Context: an optimization exercise on an open-source flow, tuned for small area, a short achievable clock period and few clock cycles. The choices shown serve that exercise and are no tape-out recipe.
The RTL was checked by simulation tests, not by an equivalence proof against the original design.
Power and IR drop assume default switching activity.

== quartz ==
==> flow/design.v <==
`default_nettype none
package sd_dma_pkg;
	localparam int DMA_ADDR_W  = 21;                    
	localparam int BLOCK_BYTES = 512;                   
	localparam int FIFO_AW     = $clog2(BLOCK_BYTES);   
	typedef logic [7:0]            byte_t;       
	typedef logic [DMA_ADDR_W-1:0] dma_addr_t;   
	typedef logic [FIFO_AW:0]      fifo_ptr_t;   
	typedef logic [1:0]            regsel_t;     
	localparam regsel_t REG_HAD = 2'd0;   
	localparam regsel_t REG_MAD = 2'd1;   
	localparam regsel_t REG_LAD = 2'd2;   
	localparam regsel_t REG_CST = 2'd3;   
	localparam int CST_RUN_BIT = 7;   
	localparam int CST_SNR_BIT = 0;   
	typedef enum logic [2:0] {
		SD_IDLE,
		SD_READ_WAIT,    
		SD_READ_STB,     
		SD_WRITE_WAIT,   
		SD_WRITE_STB     
	} sd_state_t;
	typedef enum logic [2:0] {
		DMA_IDLE,
		DMA_PUT_WAIT,   
		DMA_PUT_RUN,    
		DMA_GET_WAIT,   
		DMA_GET_RUN     
	} dma_state_t;
	typedef struct packed {
		logic go;    
		logic snr;   
	} xfer_ctrl_t;
	typedef struct packed {
		logic wdone;   
		logic rdone;   
		logic empty;   
	} fifo_stat_t;
endpackage
`default_nettype wire
`timescale 1ns/1ps
`default_nettype none
module fifo512_oneshot
(
	input  logic       clk,
	input  logic       rst_n,
	input  logic       init,       
	input  logic       wr,         
	input  logic [7:0] wd,
	input  logic       rd,         
	output logic [9:0] wptr,       
	output logic [9:0] rptr,       
	output logic       nonempty,   
	output logic       nonempty_n,
	output logic [7:0] rdata       
);
	localparam int NL = 8;    
	localparam int NS = 62;   
	logic [7:0] ring [NL][NS];
	logic [7:0] wst  [NL];    
	logic [7:0] hd   [NL];    
	logic [9:0] occ;          
	logic [5:0] dw;           
	logic [5:0] dr;           
	logic [NL-1:0] part;      
	logic       ge8;          
	logic       ge16;         
	logic [NL-1:0] wl;        
	logic [NL-1:0] rl;        
	logic       r0;           
	logic       r7;           
	always_comb
	begin
		for (int l = 0; l < NL; l++)
		begin
			wl[l] = (wptr[2:0] == 3'(l));
			rl[l] = (rptr[2:0] == 3'(l));
		end
	end
	assign r0 = (occ[2:0] == 3'd0);
	assign r7 = (occ[2:0] == 3'd7);
	logic [9:0]    occ_n;
	logic [NL-1:0] part_n;
	logic          ge8_n;
	logic          ge16_n;
	always_comb
	begin
		case ({wr, rd})
		2'b10:
		begin
			nonempty_n = 1'b1;
			occ_n      = occ + 1'b1;
			part_n     = r7 ? '0 : (part | wl);
			ge8_n      = ge8  || (occ == 10'd7);
			ge16_n     = ge16 || (occ == 10'd15);
		end
		2'b01:
		begin
			nonempty_n = (occ != 10'd1);
			occ_n      = occ - 1'b1;
			part_n     = r0 ? ~rl : (part & ~rl);
			ge8_n      = ge8  && (occ != 10'd8);
			ge16_n     = ge16 && (occ != 10'd16);
		end
		2'b11:
		begin
			nonempty_n = nonempty;
			occ_n      = occ;
			part_n     = r0 ? part : ((part & ~rl) | wl);
			ge8_n      = ge8;
			ge16_n     = ge16;
		end
		default:
		begin
			nonempty_n = nonempty;
			occ_n      = occ;
			part_n     = part;
			ge8_n      = ge8;
			ge16_n     = ge16;
		end
		endcase
	end
	always_ff @(posedge clk)
	begin
		if (init)
		begin
			wptr     <= '0;
			rptr     <= '0;
			occ      <= '0;
			nonempty <= 1'b0;
			part     <= '0;
			ge8      <= 1'b0;
			ge16     <= 1'b0;
			dw       <= '0;
			dr       <= '0;
		end
		else
		begin
			if (wr)
				wptr <= wptr + 1'b1;
			if (rd)
				rptr <= rptr + 1'b1;
			occ      <= occ_n;
			nonempty <= nonempty_n;
			part     <= part_n;
			ge8      <= ge8_n;
			ge16     <= ge16_n;
			if (!(wr && wl[NL-1]))
				dw <= (dw == 6'(NS-1)) ? '0 : dw + 1'b1;
			if (!(rd && rl[NL-1]))
				dr <= (dr == 6'(NS-1)) ? '0 : dr + 1'b1;
		end
	end
	logic [3:0] inj_a;
	logic [3:0] inj_b;
	assign inj_a = {dw == 6'd48, dw == 6'd32, dw == 6'd16, dw == 6'd0};
	assign inj_b = {dw == 6'd47, dw == 6'd31, dw == 6'd15, dw == 6'd61};
	logic wlast;   
	assign wlast = (wptr[8:3] == 6'd63);
	logic rfirst;   
	assign rfirst = (rptr[9:3] == 7'd0);
	logic [4:0] tap_a;
	logic [4:0] tap_b;
	assign tap_a = {dr == 6'd12, dr == 6'd24, dr == 6'd36, dr == 6'd49, dr == 6'd0};
	assign tap_b = {dr == 6'd13, dr == 6'd25, dr == 6'd37, dr == 6'd50, dr == 6'd1};
	genvar i;
	generate
	for (i = 0; i < NL; i++)
	begin : g_lane
		logic ger;       
		logic ltw;       
		logic arrived;   
		logic inring;    
		logic take_w, take_s;
		logic [4:0] take_t;
		logic [3:0] inj;
		assign ger     = (3'(i) >= rptr[2:0]);
		assign ltw     = (3'(i) <  wptr[2:0]);
		assign arrived = ge8 || part[i];
		assign inring  = ge16 || (ge8 && part[i]);
		assign inj = ltw ? (wlast ? 4'b0000 : inj_a) : (wptr[9] ? 4'b0000 : inj_b);
		assign take_w  = wr && wl[i] && !ge8;           
		assign take_s  = arrived && !inring;            
		assign take_t  = {5{inring && !(rfirst && ger)}} & (ger ? tap_a : tap_b);   
		always_ff @(posedge clk)
		begin
			if (wr && wl[i])
				wst[i] <= wd;
			for (int s = 0; s < NS; s++)
			begin
				if ((s % 16) == 0)
					ring[i][s] <= inj[s/16] ? wst[i] : ring[i][(s+NS-1) % NS];
				else
					ring[i][s] <= ring[i][s-1];
			end
			if (take_w)
				hd[i] <= wd;
			else if (take_s)
				hd[i] <= wst[i];
			else if (take_t[0])
				hd[i] <= ring[i][61];
			else if (take_t[1])
				hd[i] <= ring[i][48];
			else if (take_t[2])
				hd[i] <= ring[i][35];
			else if (take_t[3])
				hd[i] <= ring[i][23];
			else if (take_t[4])
				hd[i] <= ring[i][11];
		end
	end
	endgenerate
	assign rdata = hd[rptr[2:0]];
endmodule
`default_nettype wire
`timescale 1ns/1ps
`default_nettype none
module sd_dma_top
(
	input  logic      clk,
	input  logic      rst_n,
	output logic      sd_start,
	input  logic      sd_rdy,
	input  sd_dma_pkg::byte_t     sd_receiveddata,
	output sd_dma_pkg::byte_t     sd_datatosend,
	output logic      sd_override,       
	input  sd_dma_pkg::byte_t     din,
	output sd_dma_pkg::byte_t     dout,
	input  logic      module_select,
	input  logic      write_strobe,
	input  sd_dma_pkg::regsel_t   regsel,
	output sd_dma_pkg::dma_addr_t dma_addr,
	output sd_dma_pkg::byte_t     dma_wd,
	input  sd_dma_pkg::byte_t     dma_rd,
	output logic      dma_rnw,
	output logic      dma_req,
	input  logic      dma_ack,
	input  logic      dma_end
);
	logic       cst_run;     
	logic       cst_snr;     
	logic       sd_en;       
	logic       req_r;       
	logic       pend;        
	logic       nonempty;    
	logic       nonempty_n;
	logic [9:0] wptr;        
	logic [9:0] rptr;        
	sd_dma_pkg::byte_t outreg;   
	logic       port_wr;
	logic       cst_wr;
	logic       start;
	logic       wr;          
	logic       rd;          
	sd_dma_pkg::byte_t wdata;
	sd_dma_pkg::byte_t mem_rd;
	logic       last_rd;
	logic       wfull_n;     
	logic       pend_n;
	logic       run_n;
	assign port_wr = module_select && write_strobe;
	assign cst_wr  = port_wr && (regsel == sd_dma_pkg::REG_CST);
	assign start   = cst_wr && din[sd_dma_pkg::CST_RUN_BIT];
	assign sd_start = sd_rdy && sd_en && (!cst_snr || nonempty || (dma_end && pend));
	assign wr    = cst_snr ? (dma_end && pend) : sd_start;
	assign rd    = cst_snr ? sd_start : (dma_ack && req_r);
	assign wdata = cst_snr ? dma_rd : sd_receiveddata;
	assign last_rd = rd && (rptr[8:0] == 9'd511);
	assign wfull_n    = wptr[9] || (wr && (wptr[8:0] == 9'd511));
	assign pend_n = cst_snr && (pend ? !dma_end : (dma_ack && req_r));
	assign run_n  = cst_run && !last_rd;
	always_ff @(posedge clk or negedge rst_n)
	begin
		if (!rst_n)
		begin
			cst_run  <= 1'b0;
			cst_snr  <= 1'b0;
			sd_en    <= 1'b0;
			req_r    <= 1'b0;
			pend     <= 1'b0;
		end
		else if (start)
		begin
			cst_run  <= 1'b1;
			cst_snr  <= din[sd_dma_pkg::CST_SNR_BIT];
			sd_en    <= 1'b1;
			req_r    <= din[sd_dma_pkg::CST_SNR_BIT];   
			pend     <= 1'b0;
		end
		else
		begin
			if (cst_wr)
			begin
				cst_run <= 1'b0;
				cst_snr <= din[sd_dma_pkg::CST_SNR_BIT];
			end
			else
				cst_run <= run_n;
			if (sd_start && ((cst_snr ? rptr[8:0] : wptr[8:0]) == 9'd511))
				sd_en <= 1'b0;
			pend     <= pend_n;
			if (cst_snr)
				req_r <= run_n && !pend_n && !wfull_n;
			else
				req_r <= run_n && nonempty_n;
		end
	end
	fifo512_oneshot u_fifo (
		.clk        (clk),
		.rst_n      (rst_n),
		.init       (start),
		.wr         (wr),
		.wd         (wdata),
		.rd         (rd),
		.wptr       (wptr),
		.rptr       (rptr),
		.nonempty   (nonempty),
		.nonempty_n (nonempty_n),
		.rdata      (mem_rd)
	);
	always_ff @(posedge clk)
	begin
		if (wr && !nonempty)
			outreg <= wdata;
		else
			outreg <= mem_rd;
	end
	assign dma_wd        = outreg;
	assign sd_datatosend = !cst_snr ? 8'hff : (nonempty ? outreg : dma_rd);
	assign sd_override   = cst_run;
	assign dma_req       = req_r;
	assign dma_rnw       = cst_snr;
	always_ff @(posedge clk or negedge rst_n)
	begin
		if (!rst_n)
			dma_addr <= '0;
		else if (dma_ack && cst_run)
			dma_addr <= dma_addr + 1'b1;
		else if (port_wr && (regsel == sd_dma_pkg::REG_HAD))
			dma_addr[20:16] <= din[4:0];
		else if (port_wr && (regsel == sd_dma_pkg::REG_MAD))
			dma_addr[15:8] <= din;
		else if (port_wr && (regsel == sd_dma_pkg::REG_LAD))
			dma_addr[7:0] <= din;
	end
	always_comb
	begin
		case (regsel)
		sd_dma_pkg::REG_HAD: dout = {3'b000, dma_addr[20:16]};
		sd_dma_pkg::REG_MAD: dout = dma_addr[15:8];
		sd_dma_pkg::REG_LAD: dout = dma_addr[7:0];
		default:             dout = {cst_run, 6'b000000, cst_snr};
		endcase
	end
endmodule
`default_nettype wire
clock: 8.0 ns
lec_check: 0
abc_area: 1
cap_margin: 20
core_margin: 2
core_utilization: 40
cts_cluster_diameter: 100
cts_cluster_size: 28
setup_slack_margin: 4.4
slew_margin: 20
run.sh (not shown) runs the stock make flow with config.mk's settings and CLKGATE_MAP_FILE= SYNTH_SCRIPT=/design/flow/synth_recipe.tcl, a recipe that flattens the netlist after the stock synthesis.
quartz: flow completed, timing, DRC and antenna clean
Testbench counts of quartz, summed over its fixed seeds: cycles 136,338.
The following lists how harbor was set up differently from quartz:
diff --git a/flow/design.v b/flow/design.v
--- a/flow/design.v
+++ b/flow/design.v
@@ -57,10 +57,11 @@
 	localparam int NL = 8;    
 	localparam int NS = 62;   
 	logic [7:0] ring [NL][NS];
 	logic [7:0] wst  [NL];    
 	logic [7:0] hd   [NL];    
+	logic [NL-1:0] hv;        
 	logic [9:0] occ;          
 	logic [5:0] dw;           
 	logic [5:0] dr;           
 	logic [NL-1:0] part;      
 	logic       ge8;          
@@ -155,12 +156,10 @@
 	logic [3:0] inj_b;
 	assign inj_a = {dw == 6'd48, dw == 6'd32, dw == 6'd16, dw == 6'd0};
 	assign inj_b = {dw == 6'd47, dw == 6'd31, dw == 6'd15, dw == 6'd61};
 	logic wlast;   
 	assign wlast = (wptr[8:3] == 6'd63);
-	logic rfirst;   
-	assign rfirst = (rptr[9:3] == 7'd0);
 	logic [4:0] tap_a;
 	logic [4:0] tap_b;
 	assign tap_a = {dr == 6'd12, dr == 6'd24, dr == 6'd36, dr == 6'd49, dr == 6'd0};
 	assign tap_b = {dr == 6'd13, dr == 6'd25, dr == 6'd37, dr == 6'd50, dr == 6'd1};
 	genvar i;
@@ -179,11 +178,11 @@
 		assign arrived = ge8 || part[i];
 		assign inring  = ge16 || (ge8 && part[i]);
 		assign inj = ltw ? (wlast ? 4'b0000 : inj_a) : (wptr[9] ? 4'b0000 : inj_b);
 		assign take_w  = wr && wl[i] && !ge8;           
 		assign take_s  = arrived && !inring;            
-		assign take_t  = {5{inring && !(rfirst && ger)}} & (ger ? tap_a : tap_b);   
+		assign take_t  = {5{inring}} & (ger ? tap_a : tap_b);
 		always_ff @(posedge clk)
 		begin
 			if (wr && wl[i])
 				wst[i] <= wd;
 			for (int s = 0; s < NS; s++)
@@ -191,24 +190,34 @@
 				if ((s % 16) == 0)
 					ring[i][s] <= inj[s/16] ? wst[i] : ring[i][(s+NS-1) % NS];
 				else
 					ring[i][s] <= ring[i][s-1];
 			end
-			if (take_w)
-				hd[i] <= wd;
-			else if (take_s)
-				hd[i] <= wst[i];
-			else if (take_t[0])
-				hd[i] <= ring[i][61];
-			else if (take_t[1])
-				hd[i] <= ring[i][48];
-			else if (take_t[2])
-				hd[i] <= ring[i][35];
-			else if (take_t[3])
-				hd[i] <= ring[i][23];
-			else if (take_t[4])
-				hd[i] <= ring[i][11];
+			if (!hv[i])
+			begin
+				if (take_w)
+					hd[i] <= wd;
+				else if (take_s)
+					hd[i] <= wst[i];
+				else if (take_t[0])
+					hd[i] <= ring[i][61];
+				else if (take_t[1])
+					hd[i] <= ring[i][48];
+				else if (take_t[2])
+					hd[i] <= ring[i][35];
+				else if (take_t[3])
+					hd[i] <= ring[i][23];
+				else if (take_t[4])
+					hd[i] <= ring[i][11];
+			end
+		end
+		always_ff @(posedge clk)
+		begin
+			if (init || (rd && rl[i]))
+				hv[i] <= 1'b0;
+			else if (!hv[i] && (take_w || take_s || (take_t != '0)))
+				hv[i] <= 1'b1;
 		end
 	end
 	endgenerate
 	assign rdata = hd[rptr[2:0]];
 endmodule
==> results.txt <==
Simple-gate share of the synthesized area for harbor is lower than for quartz.
On count of filler cells inserted in the layout, quartz tracks harbor almost exactly.
Die area essentially unchanged between quartz and harbor.
Summary of harbor over quartz: fraction of area in registers about even, maximum clock skew at final layout decreased by 0.018 ns relative to the old numbers.
Number of flip-flops and latches delta (quartz -> harbor): insignificant
Clock network power delta (quartz -> harbor): insignificant
Diff quartz..harbor | parity-gate share of the synthesized area counting xor and xnor cells | negligible
harbor vs quartz on final net count: harbor is the lower one.
harbor vs quartz, total length of routed wires went up by 1.1 mm.
Summary of harbor over quartz: cell area held steady; final cell count has decreased.
Testbench counts of harbor, summed over its fixed seeds: cycles 136,338.

what the ideal ports hide:
Ports are ideal in the flow. The routed layouts listed here were re-timed in OpenROAD. Step 1 (the two cells are an assumption about what drives the block):
set clk [get_ports {clk}]
set_driving_cell -lib_cell sky130_fd_sc_hd__clkbuf_16 $clk
set_driving_cell -lib_cell sky130_fd_sc_hd__buf_2 [delete_from_list [all_inputs] $clk]
Step 2, shift: input delay + t, output delay - t, t = (earliest + latest rising clock arrival at the registers) / 2. This alone moves slack from input paths to output paths. a / b / c = ideal / step 1 / step 2; a / b = the first two.
| run | t, ns | setup slack, ns | worst setup path after step 2 | slew at the worst register clock pin (ns) | pins driven straight from the clock port |
|---|---|---|---|---|---|
| quartz | 0.931 | 3.781 / 3.725 / 3.691 | input to register | 0.12 / 0.12 | 1 |
| harbor | 0.912 | 3.963 / 3.814 / 3.636 | input to register | 0.11 / 0.11 | 1 |
After both steps every run listed still meets setup and hold. The setup slack of harbor, which loses most, moves by -0.149 ns with the drivers and by -0.327 ns with both steps.
